Background: an optimization exercise with open tools, aiming at small area, a short achievable clock period and few clock cycles. Do not read the settings as production practice.
RTL that was checked went through simulation tests only; none was proved equivalent to the original.

==> inputs of run K <==
==> flow/design.v (excerpt) <==
module analog_axis_key_repeater_top (
    input  logic                                  clk,
    input  logic                                  rst_n,
    input  logic                                  push,
    output logic                                  full,
    input  logic                                  cmd,
    input  logic [akr_pkg::AXIS_BITS-1:0]         axis_number,
    input  logic signed [akr_pkg::LEVEL_BITS-1:0] axis_level,
    input  logic [akr_pkg::TIME_BITS-1:0]         time_ms,
    input  logic                                  cfg_we,
    input  logic [akr_pkg::CFG_IDX_BITS-1:0]      cfg_addr,
    input  logic [akr_pkg::CFG_BITS-1:0]          cfg_wdata,
    output logic                                  empty,
    input  logic                                  pop,
    output logic [akr_pkg::ENTRY_BITS-1:0]        entry_index,
    output logic [akr_pkg::KEY_BITS-1:0]          key_code,
    output logic                                  is_release,
    output logic                                  last_of_run
);
clock: 8.0 ns
lec_check: 0
abc_clock_period_in_ps: 3000
cap_margin: 20
core_margin: 2
core_utilization: 40
setup_slack_margin: 5
slew_margin: 20
run.sh (not shown) runs the stock make flow with config.mk's settings and CLKGATE_MAP_FILE= SYNTH_SCRIPT=/design/flow/synth_recipe.tcl, a recipe that flattens the netlist after the stock synthesis.
==> run Z: changes against run K <==
--- a/flow/design.v
+++ b/flow/design.v
@@ -5,10 +5,11 @@
     localparam int ENTRY_BITS   = 4;
     localparam int KEY_BITS     = 3;
     localparam int CFG_BITS     = 16;
     localparam int CFG_IDX_BITS = 3;
     localparam logic [CFG_BITS-1:0] RST_STICK_PRESS   = 16'd16000;
+    localparam logic [CFG_BITS:0]   RST_STICK_PRESS_M1 = 17'd15999;
     localparam logic [CFG_BITS-1:0] RST_STICK_RELEASE = 16'd9000;
     localparam logic [CFG_BITS-1:0] RST_TRIG_PRESS    = 16'd20000;
     localparam logic [CFG_BITS-1:0] RST_TRIG_RELEASE  = 16'd8000;
     localparam logic [CFG_BITS-1:0] RST_REPEAT_DELAY  = 16'd400;
     localparam logic [CFG_BITS-1:0] RST_REPEAT_PERIOD = 16'd140;
@@ -25,10 +26,35 @@
                 l[i] = l[i + (1 << k)] | (~g[i + (1 << k)] & l[i]);
             end
         end
         ge48 = !l[0];
     endfunction
+    function automatic logic [1:0] cmp32(input logic [31:0] a, input logic [31:0] b);
+        logic [31:0] g;
+        logic [31:0] l;
+        g = a & ~b;
+        l = ~a & b;
+        for (int k = 0; k < 5; k++)
+        begin
+            for (int i = 0; i < 32; i += (2 << k))
+            begin
+                g[i] = g[i + (1 << k)] | (~l[i + (1 << k)] & g[i]);
+                l[i] = l[i + (1 << k)] | (~g[i + (1 << k)] & l[i]);
+            end
+        end
+        cmp32 = {g[0], l[0]};
+    endfunction
+    function automatic logic [16:0] dec16(input logic [15:0] x);
+        logic [15:0] z;
+        z = ~x;
+        for (int d = 1; d < 16; d = d * 2)
+        begin
+            for (int i = 15; i >= d; i--)
+                z[i] = z[i] & z[i - d];
+        end
+        dec16 = {z[15], x ^ {z[14:0], 1'b1}};
+    endfunction
     function automatic logic [47:0] add48(input logic [47:0] a, input logic [15:0] b);
         logic [15:0] p;
         logic [15:0] g;
         logic [15:0] pp;
         logic [15:0] gg;
@@ -75,26 +101,27 @@
     output logic [akr_pkg::ENTRY_BITS-1:0]        entry_index,
     output logic [akr_pkg::KEY_BITS-1:0]          key_code,
     output logic                                  is_release,
     output logic                                  last_of_run
 );
-    logic [15:0] sp_reg, sr_reg, tp_reg, tr_reg, dly_reg, per_reg;
+    logic [16:0] spm_reg;
+    logic [15:0] sr_reg, tp_reg, tr_reg, dly_reg, per_reg;
     always_ff @(posedge clk or negedge rst_n)
     begin
         if (!rst_n)
         begin
-            sp_reg  <= akr_pkg::RST_STICK_PRESS;
+            spm_reg <= akr_pkg::RST_STICK_PRESS_M1;
             sr_reg  <= akr_pkg::RST_STICK_RELEASE;
             tp_reg  <= akr_pkg::RST_TRIG_PRESS;
             tr_reg  <= akr_pkg::RST_TRIG_RELEASE;
             dly_reg <= akr_pkg::RST_REPEAT_DELAY;
             per_reg <= akr_pkg::RST_REPEAT_PERIOD;
         end
         else if (cfg_we)
         begin
             case (cfg_addr)
-                3'd0: sp_reg  <= cfg_wdata;
+                3'd0: spm_reg <= akr_pkg::dec16(cfg_wdata);
                 3'd1: sr_reg  <= cfg_wdata;
                 3'd2: tp_reg  <= cfg_wdata;
                 3'd3: tr_reg  <= cfg_wdata;
                 3'd4: dly_reg <= cfg_wdata;
                 3'd5: per_reg <= cfg_wdata;
@@ -105,50 +132,57 @@
     logic        ir_v;         
     logic [47:0] ir_t;
     logic        ph;           
     logic        full_r;
     logic        two_r;        
-    logic        per_r;        
+    logic        dly_r;        
+    logic [15:0] step_r;       
     logic [9:0]  pf;           
     logic [9:0]  rf;           
     logic [9:0]  held;
     logic [9:0]  pend;         
     logic [47:0] fire_reg [0:3];
     logic        ov;           
     logic [3:0]  o_idx;
     logic [2:0]  o_key;
     logic        o_rel;
     logic        o_last;
-    logic               upd;
-    logic signed [17:0] lx, ln;
-    logic signed [17:0] sp_s, sr_s, tp_s, tr_s;
-    logic               ge_sp, le_sr, nge_sp, nle_sr, ge_tp, le_tr;
-    logic [9:0]         pf_u, rf_u;
-    assign upd    = push && !full_r && !cmd;
-    assign lx     = {{2{axis_level[15]}}, axis_level};
-    assign ln     = -lx;
-    assign sp_s   = {2'b00, sp_reg};
-    assign sr_s   = {2'b00, sr_reg};
-    assign tp_s   = {2'b00, tp_reg};
-    assign tr_s   = {2'b00, tr_reg};
-    assign ge_sp  = lx >= sp_s;
-    assign le_sr  = lx <= sr_s;
-    assign nge_sp = ln >= sp_s;
-    assign nle_sr = ln <= sr_s;
-    assign ge_tp  = lx >= tp_s;
-    assign le_tr  = lx <= tr_s;
+    logic        up_v;         
+    logic [5:0]  up_c;         
+    logic [2:0]  up_ax;
+    logic [31:0] lv_u, k_u, spm_u, sr_u, tp_u, tr_u;
+    logic [1:0]  c_l_spm, c_k_spm, c_l_sr, c_k_sr, c_l_tp, c_l_tr;
+    logic [5:0]  cmp_in;
+    logic        ge_sp, le_sr, nge_sp, nle_sr, ge_tp, le_tr;
+    logic [9:0]  pf_u, rf_u;
+    logic        wr_sp;        
+    logic        wr_tp;        
+    assign lv_u    = {14'd0, !axis_level[15], {2{axis_level[15]}}, axis_level[14:0]};
+    assign k_u     = {14'd0, axis_level[15], {2{!axis_level[15]}}, ~axis_level[14:0]};
+    assign spm_u   = {14'd0, !spm_reg[16], spm_reg[16], spm_reg[15:0]};
+    assign sr_u    = {14'd0, 2'b10, sr_reg};
+    assign tp_u    = {14'd0, 2'b10, tp_reg};
+    assign tr_u    = {14'd0, 2'b10, tr_reg};
+    assign c_l_spm = akr_pkg::cmp32(lv_u, spm_u);
+    assign c_k_spm = akr_pkg::cmp32(k_u, spm_u);
+    assign c_l_sr  = akr_pkg::cmp32(lv_u, sr_u);
+    assign c_k_sr  = akr_pkg::cmp32(k_u, sr_u);
+    assign c_l_tp  = akr_pkg::cmp32(lv_u, tp_u);
+    assign c_l_tr  = akr_pkg::cmp32(lv_u, tr_u);
+    assign cmp_in  = {c_l_spm[1], !c_k_spm[0], !c_l_sr[1], c_k_sr[0], !c_l_tp[0], !c_l_tr[1]};
+    assign {ge_sp, nge_sp, le_sr, nle_sr, ge_tp, le_tr} = up_c;
     always_comb
     begin
         pf_u = pf;
         rf_u = rf;
-        if (cfg_we && cfg_addr == 3'd0)
-            pf_u[7:0] = {8{cfg_wdata == 16'd0}};
-        if (cfg_we && cfg_addr == 3'd2)
-            pf_u[9:8] = {2{cfg_wdata == 16'd0}};
-        if (upd)
+        if (wr_sp)
+            pf_u[7:0] = {8{spm_reg[16]}};
+        if (wr_tp)
+            pf_u[9:8] = {2{tp_reg == 16'd0}};
+        if (up_v)
         begin
-            case (axis_number)
+            case (up_ax)
                 3'd0: begin pf_u[1:0] = {ge_sp, nge_sp}; rf_u[1:0] = {le_sr, nle_sr}; end
                 3'd1: begin pf_u[3:2] = {ge_sp, nge_sp}; rf_u[3:2] = {le_sr, nle_sr}; end
                 3'd2: begin pf_u[5:4] = {ge_sp, nge_sp}; rf_u[5:4] = {le_sr, nle_sr}; end
                 3'd3: begin pf_u[7:6] = {ge_sp, nge_sp}; rf_u[7:6] = {le_sr, nle_sr}; end
                 3'd4: begin pf_u[8] = ge_tp; rf_u[8] = le_tr; end
@@ -173,11 +207,11 @@
     assign pend_nz = |pend;
     assign cand    = held[7:0] & ~rf[7:0];
     assign two     = two_r;
     assign full_c  = ir_v && !ph && (pend_nz || two);
     assign tick_go = ir_v && (ph || !pend_nz);
-    assign step    = per_r ? per_reg : dly_reg;
+    assign step    = step_r;
     assign sum_s   = akr_pkg::add48(ir_t, step);
     genvar gi;
     generate
         for (gi = 0; gi < 4; gi++)
         begin : g_axis
@@ -219,11 +253,11 @@
         for (int i = 9; i >= 0; i--)
             if (pend[i]) low_idx = 4'(i);
     end
     always_comb
     begin
-        ir_v_n = full_r ? ir_v : (push && cmd);
+        ir_v_n = full_r ? (ir_v && !(tick_go && (ph || !two))) : (push && cmd);
         ph_n   = tick_go ? (!ph && two) : ph;
         held_n = tick_go ? held_t : held;
         if (tick_go)
             pend_n = (ph ? pend : 10'd0) | fired;
         else if (load)
@@ -235,20 +269,23 @@
     logic press_n;
     logic two_n;
     logic full_n;
     assign press_n = |(~held_n[7:0] & pf_u[7:0]);
     assign two_n   = press_n && (|(held_n[7:0] & ~rf_u[7:0]));
-    assign full_n  = ir_v_n && !ph_n && ((|pend_n) || two_n);
+    assign full_n  = ir_v_n && !ph_n && (tick_go || (|pend_n) || two_n);
     always_ff @(posedge clk or negedge rst_n)
     begin
         if (!rst_n)
         begin
             ir_v   <= 1'b0;
             ph     <= 1'b0;
             full_r <= 1'b0;
             two_r  <= 1'b0;
-            per_r  <= 1'b1;
+            dly_r  <= 1'b0;
+            up_v   <= 1'b0;
+            wr_sp  <= 1'b0;
+            wr_tp  <= 1'b0;
             pf     <= '0;
             rf     <= '1;
             held   <= '0;
             pend   <= '0;
             ov     <= 1'b0;
@@ -257,20 +294,26 @@
         begin
             ir_v   <= ir_v_n;
             ph     <= ph_n;
             full_r <= full_n;
             two_r  <= two_n;
-            per_r  <= ph_n || !press_n;
+            dly_r  <= !ph_n && press_n;
+            up_v   <= push && !full_r && !cmd;
+            wr_sp  <= cfg_we && cfg_addr == 3'd0;
+            wr_tp  <= cfg_we && cfg_addr == 3'd2;
             pf     <= pf_u;
             rf     <= rf_u;
             held   <= held_n;
             pend   <= pend_n;
             ov     <= ov_n;
         end
     end
     always_ff @(posedge clk)
     begin
+        up_c   <= cmp_in;
+        up_ax  <= axis_number;
+        step_r <= (!ph_n && press_n) ? dly_reg : per_reg;
         if (!full_r)
             ir_t <= time_ms;
         if (load)
         begin
             o_idx  <= low_idx;
Settings changed: ABC_CLOCK_PERIOD_IN_PS 3000 to default, SETUP_SLACK_MARGIN 5 to default.
==> run X: changes against run K <==
--- a/flow/design.v
+++ b/flow/design.v
@@ -5,10 +5,11 @@
     localparam int ENTRY_BITS   = 4;
     localparam int KEY_BITS     = 3;
     localparam int CFG_BITS     = 16;
     localparam int CFG_IDX_BITS = 3;
     localparam logic [CFG_BITS-1:0] RST_STICK_PRESS   = 16'd16000;
+    localparam logic [CFG_BITS:0]   RST_STICK_PRESS_M1 = 17'd15999;
     localparam logic [CFG_BITS-1:0] RST_STICK_RELEASE = 16'd9000;
     localparam logic [CFG_BITS-1:0] RST_TRIG_PRESS    = 16'd20000;
     localparam logic [CFG_BITS-1:0] RST_TRIG_RELEASE  = 16'd8000;
     localparam logic [CFG_BITS-1:0] RST_REPEAT_DELAY  = 16'd400;
     localparam logic [CFG_BITS-1:0] RST_REPEAT_PERIOD = 16'd140;
@@ -25,10 +26,35 @@
                 l[i] = l[i + (1 << k)] | (~g[i + (1 << k)] & l[i]);
             end
         end
         ge48 = !l[0];
     endfunction
+    function automatic logic [1:0] cmp32(input logic [31:0] a, input logic [31:0] b);
+        logic [31:0] g;
+        logic [31:0] l;
+        g = a & ~b;
+        l = ~a & b;
+        for (int k = 0; k < 5; k++)
+        begin
+            for (int i = 0; i < 32; i += (2 << k))
+            begin
+                g[i] = g[i + (1 << k)] | (~l[i + (1 << k)] & g[i]);
+                l[i] = l[i + (1 << k)] | (~g[i + (1 << k)] & l[i]);
+            end
+        end
+        cmp32 = {g[0], l[0]};
+    endfunction
+    function automatic logic [16:0] dec16(input logic [15:0] x);
+        logic [15:0] z;
+        z = ~x;
+        for (int d = 1; d < 16; d = d * 2)
+        begin
+            for (int i = 15; i >= d; i--)
+                z[i] = z[i] & z[i - d];
+        end
+        dec16 = {z[15], x ^ {z[14:0], 1'b1}};
+    endfunction
     function automatic logic [47:0] add48(input logic [47:0] a, input logic [15:0] b);
         logic [15:0] p;
         logic [15:0] g;
         logic [15:0] pp;
         logic [15:0] gg;
@@ -75,26 +101,27 @@
     output logic [akr_pkg::ENTRY_BITS-1:0]        entry_index,
     output logic [akr_pkg::KEY_BITS-1:0]          key_code,
     output logic                                  is_release,
     output logic                                  last_of_run
 );
-    logic [15:0] sp_reg, sr_reg, tp_reg, tr_reg, dly_reg, per_reg;
+    logic [16:0] spm_reg;
+    logic [15:0] sr_reg, tp_reg, tr_reg, dly_reg, per_reg;
     always_ff @(posedge clk or negedge rst_n)
     begin
         if (!rst_n)
         begin
-            sp_reg  <= akr_pkg::RST_STICK_PRESS;
+            spm_reg <= akr_pkg::RST_STICK_PRESS_M1;
             sr_reg  <= akr_pkg::RST_STICK_RELEASE;
             tp_reg  <= akr_pkg::RST_TRIG_PRESS;
             tr_reg  <= akr_pkg::RST_TRIG_RELEASE;
             dly_reg <= akr_pkg::RST_REPEAT_DELAY;
             per_reg <= akr_pkg::RST_REPEAT_PERIOD;
         end
         else if (cfg_we)
         begin
             case (cfg_addr)
-                3'd0: sp_reg  <= cfg_wdata;
+                3'd0: spm_reg <= akr_pkg::dec16(cfg_wdata);
                 3'd1: sr_reg  <= cfg_wdata;
                 3'd2: tp_reg  <= cfg_wdata;
                 3'd3: tr_reg  <= cfg_wdata;
                 3'd4: dly_reg <= cfg_wdata;
                 3'd5: per_reg <= cfg_wdata;
@@ -105,50 +132,57 @@
     logic        ir_v;         
     logic [47:0] ir_t;
     logic        ph;           
     logic        full_r;
     logic        two_r;        
-    logic        per_r;        
+    logic        dly_r;        
+    logic [15:0] step_r;       
     logic [9:0]  pf;           
     logic [9:0]  rf;           
     logic [9:0]  held;
     logic [9:0]  pend;         
     logic [47:0] fire_reg [0:3];
     logic        ov;           
     logic [3:0]  o_idx;
     logic [2:0]  o_key;
     logic        o_rel;
     logic        o_last;
-    logic               upd;
-    logic signed [17:0] lx, ln;
-    logic signed [17:0] sp_s, sr_s, tp_s, tr_s;
-    logic               ge_sp, le_sr, nge_sp, nle_sr, ge_tp, le_tr;
-    logic [9:0]         pf_u, rf_u;
-    assign upd    = push && !full_r && !cmd;
-    assign lx     = {{2{axis_level[15]}}, axis_level};
-    assign ln     = -lx;
-    assign sp_s   = {2'b00, sp_reg};
-    assign sr_s   = {2'b00, sr_reg};
-    assign tp_s   = {2'b00, tp_reg};
-    assign tr_s   = {2'b00, tr_reg};
-    assign ge_sp  = lx >= sp_s;
-    assign le_sr  = lx <= sr_s;
-    assign nge_sp = ln >= sp_s;
-    assign nle_sr = ln <= sr_s;
-    assign ge_tp  = lx >= tp_s;
-    assign le_tr  = lx <= tr_s;
+    logic        up_v;         
+    logic [5:0]  up_c;         
+    logic [2:0]  up_ax;
+    logic [31:0] lv_u, k_u, spm_u, sr_u, tp_u, tr_u;
+    logic [1:0]  c_l_spm, c_k_spm, c_l_sr, c_k_sr, c_l_tp, c_l_tr;
+    logic [5:0]  cmp_in;
+    logic        ge_sp, le_sr, nge_sp, nle_sr, ge_tp, le_tr;
+    logic [9:0]  pf_u, rf_u;
+    logic        wr_sp;        
+    logic        wr_tp;        
+    assign lv_u    = {14'd0, !axis_level[15], {2{axis_level[15]}}, axis_level[14:0]};
+    assign k_u     = {14'd0, axis_level[15], {2{!axis_level[15]}}, ~axis_level[14:0]};
+    assign spm_u   = {14'd0, !spm_reg[16], spm_reg[16], spm_reg[15:0]};
+    assign sr_u    = {14'd0, 2'b10, sr_reg};
+    assign tp_u    = {14'd0, 2'b10, tp_reg};
+    assign tr_u    = {14'd0, 2'b10, tr_reg};
+    assign c_l_spm = akr_pkg::cmp32(lv_u, spm_u);
+    assign c_k_spm = akr_pkg::cmp32(k_u, spm_u);
+    assign c_l_sr  = akr_pkg::cmp32(lv_u, sr_u);
+    assign c_k_sr  = akr_pkg::cmp32(k_u, sr_u);
+    assign c_l_tp  = akr_pkg::cmp32(lv_u, tp_u);
+    assign c_l_tr  = akr_pkg::cmp32(lv_u, tr_u);
+    assign cmp_in  = {c_l_spm[1], !c_k_spm[0], !c_l_sr[1], c_k_sr[0], !c_l_tp[0], !c_l_tr[1]};
+    assign {ge_sp, nge_sp, le_sr, nle_sr, ge_tp, le_tr} = up_c;
     always_comb
     begin
         pf_u = pf;
         rf_u = rf;
-        if (cfg_we && cfg_addr == 3'd0)
-            pf_u[7:0] = {8{cfg_wdata == 16'd0}};
-        if (cfg_we && cfg_addr == 3'd2)
-            pf_u[9:8] = {2{cfg_wdata == 16'd0}};
-        if (upd)
+        if (wr_sp)
+            pf_u[7:0] = {8{spm_reg[16]}};
+        if (wr_tp)
+            pf_u[9:8] = {2{tp_reg == 16'd0}};
+        if (up_v)
         begin
-            case (axis_number)
+            case (up_ax)
                 3'd0: begin pf_u[1:0] = {ge_sp, nge_sp}; rf_u[1:0] = {le_sr, nle_sr}; end
                 3'd1: begin pf_u[3:2] = {ge_sp, nge_sp}; rf_u[3:2] = {le_sr, nle_sr}; end
                 3'd2: begin pf_u[5:4] = {ge_sp, nge_sp}; rf_u[5:4] = {le_sr, nle_sr}; end
                 3'd3: begin pf_u[7:6] = {ge_sp, nge_sp}; rf_u[7:6] = {le_sr, nle_sr}; end
                 3'd4: begin pf_u[8] = ge_tp; rf_u[8] = le_tr; end
@@ -173,11 +207,11 @@
     assign pend_nz = |pend;
     assign cand    = held[7:0] & ~rf[7:0];
     assign two     = two_r;
     assign full_c  = ir_v && !ph && (pend_nz || two);
     assign tick_go = ir_v && (ph || !pend_nz);
-    assign step    = per_r ? per_reg : dly_reg;
+    assign step    = step_r;
     assign sum_s   = akr_pkg::add48(ir_t, step);
     genvar gi;
     generate
         for (gi = 0; gi < 4; gi++)
         begin : g_axis
@@ -219,11 +253,11 @@
         for (int i = 9; i >= 0; i--)
             if (pend[i]) low_idx = 4'(i);
     end
     always_comb
     begin
-        ir_v_n = full_r ? ir_v : (push && cmd);
+        ir_v_n = full_r ? (ir_v && !(tick_go && (ph || !two))) : (push && cmd);
         ph_n   = tick_go ? (!ph && two) : ph;
         held_n = tick_go ? held_t : held;
         if (tick_go)
             pend_n = (ph ? pend : 10'd0) | fired;
         else if (load)
@@ -235,20 +269,23 @@
     logic press_n;
     logic two_n;
     logic full_n;
     assign press_n = |(~held_n[7:0] & pf_u[7:0]);
     assign two_n   = press_n && (|(held_n[7:0] & ~rf_u[7:0]));
-    assign full_n  = ir_v_n && !ph_n && ((|pend_n) || two_n);
+    assign full_n  = ir_v_n && !ph_n && (tick_go || (|pend_n) || two_n);
     always_ff @(posedge clk or negedge rst_n)
     begin
         if (!rst_n)
         begin
             ir_v   <= 1'b0;
             ph     <= 1'b0;
             full_r <= 1'b0;
             two_r  <= 1'b0;
-            per_r  <= 1'b1;
+            dly_r  <= 1'b0;
+            up_v   <= 1'b0;
+            wr_sp  <= 1'b0;
+            wr_tp  <= 1'b0;
             pf     <= '0;
             rf     <= '1;
             held   <= '0;
             pend   <= '0;
             ov     <= 1'b0;
@@ -257,20 +294,26 @@
         begin
             ir_v   <= ir_v_n;
             ph     <= ph_n;
             full_r <= full_n;
             two_r  <= two_n;
-            per_r  <= ph_n || !press_n;
+            dly_r  <= !ph_n && press_n;
+            up_v   <= push && !full_r && !cmd;
+            wr_sp  <= cfg_we && cfg_addr == 3'd0;
+            wr_tp  <= cfg_we && cfg_addr == 3'd2;
             pf     <= pf_u;
             rf     <= rf_u;
             held   <= held_n;
             pend   <= pend_n;
             ov     <= ov_n;
         end
     end
     always_ff @(posedge clk)
     begin
+        up_c   <= cmp_in;
+        up_ax  <= axis_number;
+        step_r <= (!ph_n && press_n) ? dly_reg : per_reg;
         if (!full_r)
             ir_t <= time_ms;
         if (load)
         begin
             o_idx  <= low_idx;
Settings changed: ABC_CLOCK_PERIOD_IN_PS 3000 to default.
==> run_results.csv <==
group,metric,value,unit
run_status,outcome,"no timing/DRC/antenna violations",
die,row_count,84,
cells_and_area,num-fill-cells,4809,
drt,drt-initial-drc-count,891,
grt,grt_usage,18.3,%
sta,hold_ws,480,ps
setup_path,path_max_fanout,8,
setup_path,critical_path_buf_inv_count,1,
setup_path,cp-endpoint,"up_c[3]",
grt,first_global_vias,14863,
setup_path,cp.required,8450,ps
cells_and_area,seq_share,46.9,%
clock_tree,cts.sinks,417,
die,die_x,235,um
That was run Z.
==> run_results.csv <==
group,metric,value,unit
run_status,outcome,"no timing/DRC/antenna violations",
die,die_x,235,um
setup_path,cp.required,8460,ps
cells_and_area,seq_cells,417,
grt,first_global_vias,16549,
run,cap_violations,0,
sta,final.min_clock_period,4170,ps
cells_and_area,seq_share,39.3,%
drt,drt-initial-drc-count,1116,
cells_and_area,fin_util,56.1,%
setup_path,path_max_fanout,4,
clock_tree,cts.sinks,417,
die,row_count,84,
setup_path,critical_path_buf_inv_count,2,
setup_path,cp-endpoint,"up_c[0]",
That was run X.
==> run_results.csv <==
group,metric,value,unit
run_status,outcome,"no timing/DRC/antenna violations",
setup_path,path_max_fanout,3,
grt,grt_usage,23.4,%
drt,drt-initial-drc-count,1211,
setup_path,cp.required,8460,ps
cells_and_area,seq_share,35.9,%
setup_path,cp-endpoint,"full_r",
grt,first_global_vias,17905,
cells_and_area,num-fill-cells,4587,
die,row_count,86,
That was run K.
Testbench counts of run Z, summed over its fixed seeds: cycles 11,651.
Testbench counts of run X, summed over its fixed seeds: cycles 11,651.
Function not checked in run K: the RTL went through the layout flow alone.

## separate check: timing with driven ports
In the flow no input, the clock included, has a driving cell. The finished layouts below were timed again as built, in two steps. Step 1: set_driving_cell puts a clkbuf_16 on clk and a buf_2 on each other input, an assumption about the parent block. Step 2 adds t to the input delays and takes it off the output delays; t is the mean of the earliest and latest rising clock arrival at the registers after step 1. Input paths then give back, and output paths get back, about the clock's delay inside the block. Slacks: no drivers / after step 1 / after step 2; pairs: no drivers / after step 1.
run | t, ns | slack for setup (ns) | worst setup path at the end | latest minus earliest clock arrival (ns) | slew at the worst register clock pin (ns)
run K | 0.631 | 3.265 / 3.277 / 2.647 | input to register | 0.024 / 0.025 | 0.06 / 0.06
run Z | 0.635 | 3.118 / 3.150 / 2.515 | input to register | 0.017 / 0.017 | 0.06 / 0.06
run X | 0.644 | 3.831 / 3.826 / 3.182 | input to register | 0.020 / 0.020 | 0.06 / 0.06
After both steps every run listed still meets setup and hold. The setup slack of run X, which loses most, moves by -0.005 ns with the drivers and by -0.649 ns with both steps.
